Source: an optimization exercise on an open RTL-to-GDS flow (aim: small area). Production flows keep margins and buffers that such runs may drop.
Only simulation tests tie the RTL to the original design; equivalence was not proved.
Power and IR drop assume default switching activity.

== old ==
## idct8_serial
module idct8_serial (
  input  logic        clk,
  input  logic        rst,
  input  logic        in_valid,
  input  logic [24:0] in,
  output logic        out_valid,
  output logic        frame_start,
  output logic [24:0] O
);
  logic [2:0]  k;
  logic        primed;
  logic        pend;           
  logic [2:0]  kb;             
  logic [17:0] xh;             
  logic [12:0] accp_a [0:3], accq_a [0:3], sump_a [0:3], sumq_a [0:3];
  logic [20:0] accp_b [0:3], accq_b [0:3], sump_b [0:3], sumq_b [0:3];
  logic [3:0]  cp, cq, cp_q, cq_q;
  logic [20:0] obuf [1:7];
  logic [20:0] o_q;
  logic [12:0] m3_a; logic m3_c, m3_cq;
  logic [13:0] m3_b;
  logic [12:0] m11_a; logic m11_c, m11_cq;
  logic [15:0] m11_b;
  logic [12:0] m27_a; logic m27_c, m27_cq;
  logic [16:0] m27_b;
  logic [12:0] m51_a; logic m51_c, m51_cq;
  logic [17:0] m51_b;
  logic [12:0] m33_a; logic m33_c, m33_cq;
  logic [17:0] m33_b;
  logic [12:0] m39_a; logic m39_c, m39_cq;
  logic [17:0] m39_b;
  logic [12:0] m43_a; logic m43_c, m43_cq;
  logic [17:0] m43_b;
  logic [12:0] m47_a; logic m47_c, m47_cq;
  logic [17:0] m47_b;
  logic [12:0] m21_a; logic m21_c, m21_cq;
  logic [16:0] m21_b;
  logic [12:0] m55_a; logic m55_c, m55_cq;
  logic [17:0] m55_b;
  logic [12:0] m3_lq;
  wire [12:0] p11_a = m11_a;
  wire [20:0] p11_b = {m11_b[15], m11_b[15], m11_b[15], m11_b[15], m11_b[15], m11_b[15], m11_b[14], m11_b[13], m11_b[12], m11_b[11], m11_b[10], m11_b[9], m11_b[8], m11_b[7], m11_b[6], m11_b[5], m11_b[4], m11_b[3], m11_b[2], m11_b[1], m11_b[0]};
  wire [12:0] p27_a = m27_a;
  wire [20:0] p27_b = {m27_b[16], m27_b[16], m27_b[16], m27_b[16], m27_b[16], m27_b[15], m27_b[14], m27_b[13], m27_b[12], m27_b[11], m27_b[10], m27_b[9], m27_b[8], m27_b[7], m27_b[6], m27_b[5], m27_b[4], m27_b[3], m27_b[2], m27_b[1], m27_b[0]};
  wire [12:0] p33_a = m33_a;
  wire [20:0] p33_b = {m33_b[17], m33_b[17], m33_b[17], m33_b[17], m33_b[16], m33_b[15], m33_b[14], m33_b[13], m33_b[12], m33_b[11], m33_b[10], m33_b[9], m33_b[8], m33_b[7], m33_b[6], m33_b[5], m33_b[4], m33_b[3], m33_b[2], m33_b[1], m33_b[0]};
  wire [12:0] p39_a = m39_a;
  ...
For scale: roughly 470 flip-flops, about 34000 µm² of cells after synthesis.
export LEC_CHECK = 0
export CAP_MARGIN = 20
export CORE_MARGIN = 2
export CORE_UTILIZATION = 55
export SLEW_MARGIN = 20
export BUFFER_PORTS_ARGS = -buffer_cell sky130_fd_sc_hd__buf_1
export CTS_ARGS = -sink_clustering_enable -repair_clock_nets -dont_use_dummy_load -buf_list sky130_fd_sc_hd__clkbuf_8 -sink_clustering_size 16 -sink_clustering_max_diameter 60
create_clock -name core_clock -period 15.0 [get_ports {clk}]
standard.sh (not shown) runs the stock make flow with config.mk's settings and CLKGATE_MAP_FILE= SYNTH_SCRIPT=/design/flow/synth_recipe.tcl, a recipe that flattens the netlist after the stock synthesis.
==> flow/flow/run.sh <==
#!/bin/bash
# Layout flow: the standard ORFS flow (standard.sh, unchanged synthesis),
# with two changes to the cells the layout steps insert:
#  - port buffers are sky130_fd_sc_hd__buf_1 (every port still gets one)
#  - clock tree synthesis uses clkbuf_8 clusters and adds no dummy loads
# make's full output goes to standard.log; ORFS keeps each step's log under orfs/logs.
set -euo pipefail
cat >> config.mk <<'EOT'
export BUFFER_PORTS_ARGS = -buffer_cell sky130_fd_sc_hd__buf_1
export CTS_ARGS = -sink_clustering_enable -repair_clock_nets -dont_use_dummy_load -buf_list sky130_fd_sc_hd__clkbuf_8 -sink_clustering_size 16 -sink_clustering_max_diameter 60
EOT
bash standard.sh > standard.log 2>&1
For new, these inputs were changed with respect to old:
Settings: a change of SLEW_MARGIN from 20 to 10; an added ABC_AREA of 1; a change of CAP_MARGIN from 20 to 10.
Findings:
- | power density over the cells | lower: old |
- Die span in y delta (old -> new): insignificant
- Per the comparison of new with old, number of logic stages on the critical path including buffering grew by 5, total area of sequential cells held steady.
- Compared with old, new is the more power-hungry design.
- Going from old to new, number of buffer cells added on primary ports saw little to no change; via count grew by about 11%.
- STATUS final-layout worst hold slack: new loses against old
- Sort old and new by total detailed-routing wirelength asc -> top: old
- new reports a higher worst setup slack after layout than old does.


== v33 ==
Another version of the RTL of idct8_serial (not shown whole).
For scale: roughly 2900 cells after synthesis, ~460 flip-flops.
clock: 15.0 ns
lec_check: 0
abc_area: 1
cap_margin: 20
core_margin: 2
core_utilization: 65
gpl_timing_driven: 0
slew_margin: 20
buffer_ports_args: -buffer_cell sky130_fd_sc_hd__buf_1
cts_args: -sink_clustering_enable -repair_clock_nets -dont_use_dummy_load -buf_list sky130_fd_sc_hd__clkbuf_4 -sink_clustering_size 10 -sink_clustering_max_diameter 50
==> flow/flow/run.sh <==
#!/bin/bash
# Layout flow: the standard ORFS flow (standard.sh, unchanged synthesis),
# with two changes to the cells the layout steps insert:
#  - port buffers are sky130_fd_sc_hd__buf_1 (every port still gets one)
#  - clock tree synthesis uses clkbuf_4 clusters and adds no dummy loads
# make's full output goes to standard.log; ORFS keeps each step's log under orfs/logs.
set -euo pipefail
cat >> config.mk <<'EOT'
export BUFFER_PORTS_ARGS = -buffer_cell sky130_fd_sc_hd__buf_1
export CTS_ARGS = -sink_clustering_enable -repair_clock_nets -dont_use_dummy_load -buf_list sky130_fd_sc_hd__clkbuf_4 -sink_clustering_size 10 -sink_clustering_max_diameter 50
EOT
bash standard.sh > standard.log 2>&1
v33: flow completed, timing, DRC and antenna clean
#### Input delta (v54 over v33)
- CORE_UTILIZATION: 65 -> 72
- GPL_TIMING_DRIVEN: 0 -> unset
Findings:
- The lower total routing usage reported by global routing came out of v54.
- From v54 to v33, number of gates on the worst path with buffers counted did not move at all.
- Against v33, the final cell area of v54 is lower.
- Higher area added between synthesis and finish among v33 and v54: v33
- On final critical delay including setup and external delays: v54 sits below v33.
- Between v33 and v54, utilization of the core after routing is lower for v33, v54 comes in above that.
Input changes introduced in v53 (baseline for comparison: v54):
- CORE_UTILIZATION changed from 72 to 55
- CAP_MARGIN changed from 20 to 0
- SLEW_MARGIN changed from 20 to 0
Findings:
- Final critical path time including I/O delays and setup ends up higher on v54.
- Changes observed in v53 relative to v54: final area higher; horizontal die dimension higher.
- Between v54 and v53, the vertical die dimension is lower for v54.
- Of v54 and v53, the run reporting the higher global-route wire length before repair was v53.
- Note that the routed wire length recorded for v54 amounts to 0.950 times the value seen in v53.
What v58 does differently from v53 at the input level:
- a change of CAP_MARGIN from 0 to 20
- a change of SLEW_MARGIN from 0 to 20
### Flow results
- Net count reported at finish came out exactly the same in v58 and v53.
- From v53 to v58, flip-flop and latch share of the layout cell area did not move at all.
- There was hardly any difference in wire length of the first global-routing pass between v53 and v58.
- Comparing v58 against v53, there is no change at all in total power.
- Diff v53..v58 | setup slack | unchanged
The inputs of v42 differ from those of v58 as listed below.
- a change of CTS_ARGS from -sink_clustering_enable -repair_clock_nets -dont_use_dummy_load -buf_list sky130_fd_sc_hd__clkbuf_4 -sink_clustering_size 10 -sink_clustering_max_diameter 50 to -sink_clustering_enable -repair_clock_nets -dont_use_dummy_load -buf_list sky130_fd_sc_hd__clkbuf_8 -sink_clustering_size 16 -sink_clustering_max_diameter 60
==> flow/flow/run.sh <==
#!/bin/bash
# Layout flow: the standard ORFS flow (standard.sh, unchanged synthesis),
# with two changes to the cells the layout steps insert:
#  - port buffers are sky130_fd_sc_hd__buf_1 (every port still gets one)
#  - clock tree synthesis uses clkbuf_8 clusters and adds no dummy loads
# make's full output goes to standard.log; ORFS keeps each step's log under orfs/logs.
set -euo pipefail
cat >> config.mk <<'EOT'
export BUFFER_PORTS_ARGS = -buffer_cell sky130_fd_sc_hd__buf_1
export CTS_ARGS = -sink_clustering_enable -repair_clock_nets -dont_use_dummy_load -buf_list sky130_fd_sc_hd__clkbuf_8 -sink_clustering_size 16 -sink_clustering_max_diameter 60
EOT
bash standard.sh > standard.log 2>&1
v42 went all the way through the flow, and no timing, DRC or antenna check failed.
Compared with v58, v42 shows a lower post-layout net count.
From v58 to v42 the numbers moved as follows: detailed-route wire length neither gained nor lost much, detailed-route via count decreased 1.1%, area growth from synthesis to final layout +0.55 points, cell-internal power went up by 2.1%, hold slack lower.
Looking at v42 and v58, the met1 routing resource usage after global routing is a wash.
Note that the clock buffer instance count of the final layout recorded for v42 amounts to 0.74 times the value seen in v58.
Input-level comparison between v2 and v42:
- CTS_ARGS: -sink_clustering_enable -repair_clock_nets -dont_use_dummy_load -buf_list sky130_fd_sc_hd__clkbuf_8 -sink_clustering_size 16 -sink_clustering_max_diameter 60 -> -sink_clustering_enable -repair_clock_nets -dont_use_dummy_load -buf_list sky130_fd_sc_hd__clkbuf_4 -sink_clustering_size 10 -sink_clustering_max_diameter 50
- CORE_UTILIZATION: 55 -> 65
==> flow/flow/run.sh <==
#!/bin/bash
# Layout flow: the standard ORFS flow (standard.sh, unchanged synthesis),
# with two changes to the cells the layout steps insert:
#  - port buffers are sky130_fd_sc_hd__buf_1 (every port still gets one)
#  - clock tree synthesis uses clkbuf_4 clusters and adds no dummy loads
# make's full output goes to standard.log; ORFS keeps each step's log under orfs/logs.
set -euo pipefail
cat >> config.mk <<'EOT'
export BUFFER_PORTS_ARGS = -buffer_cell sky130_fd_sc_hd__buf_1
export CTS_ARGS = -sink_clustering_enable -repair_clock_nets -dont_use_dummy_load -buf_list sky130_fd_sc_hd__clkbuf_4 -sink_clustering_size 10 -sink_clustering_max_diameter 50
EOT
bash standard.sh > standard.log 2>&1
==> results.txt <==
Summary — worst setup slack, v2 relative to v42: lower, by 0.10 ns.
Power share of the clock group, v42 and v2: larger value in v42
Mean number of vias per cell of v2 exceeds that of v42 by a few percent.
Wire length in v2 vs v42: down 4000 µm
NOTE: count of clock-buffer cells in the layout in v2 exceeds that of v42
Going from v42 to v2, design area lower; cell-internal power lower; worst hold slack held; switching part of the total power higher.

what the ideal ports hide:
The results above use ideal ports. As a check the final layouts listed here were re-extracted and re-timed, cells and wires unchanged. Step 1 sets driving cells, clkbuf_16 on the clock port and buf_2 on the other inputs (assumed; they add their load-dependent delay and slew). Step 2, shift: input delay + t, output delay - t, t = (earliest + latest rising clock arrival at the registers) / 2. This alone moves slack from input paths to output paths. Three values: ideal, step 1, step 2; two values: the first two.
| run | t, ns | setup slack, ns | worst setup path after step 2 | worst data-port slew with drivers (ns) | pins driven straight from the clock port |
|---|---|---|---|---|---|
| old | 0.693 | 1.286 / 1.286 / 1.286 | register to register | 0.04 | 1 |
| new | 0.678 | 1.465 / 1.465 / 1.465 | register to register | 0.05 | 1 |
| v33 | 0.861 | 0.970 / 0.970 / 0.970 | register to register | 0.08 | 1 |
| v54 | 0.861 | 1.517 / 1.517 / 1.517 | register to register | 0.07 | 1 |
| v53 | 0.907 | 1.534 / 1.534 / 1.534 | register to register | 0.04 | 1 |
| v58 | 0.907 | 1.534 / 1.534 / 1.534 | register to register | 0.04 | 1 |
| v42 | 0.681 | 1.551 / 1.551 / 1.551 | register to register | 0.04 | 1 |
| v2 | 0.840 | 1.448 / 1.448 / 1.448 | register to register | 0.06 | 1 |
After both steps setup and hold are still met in every run listed.
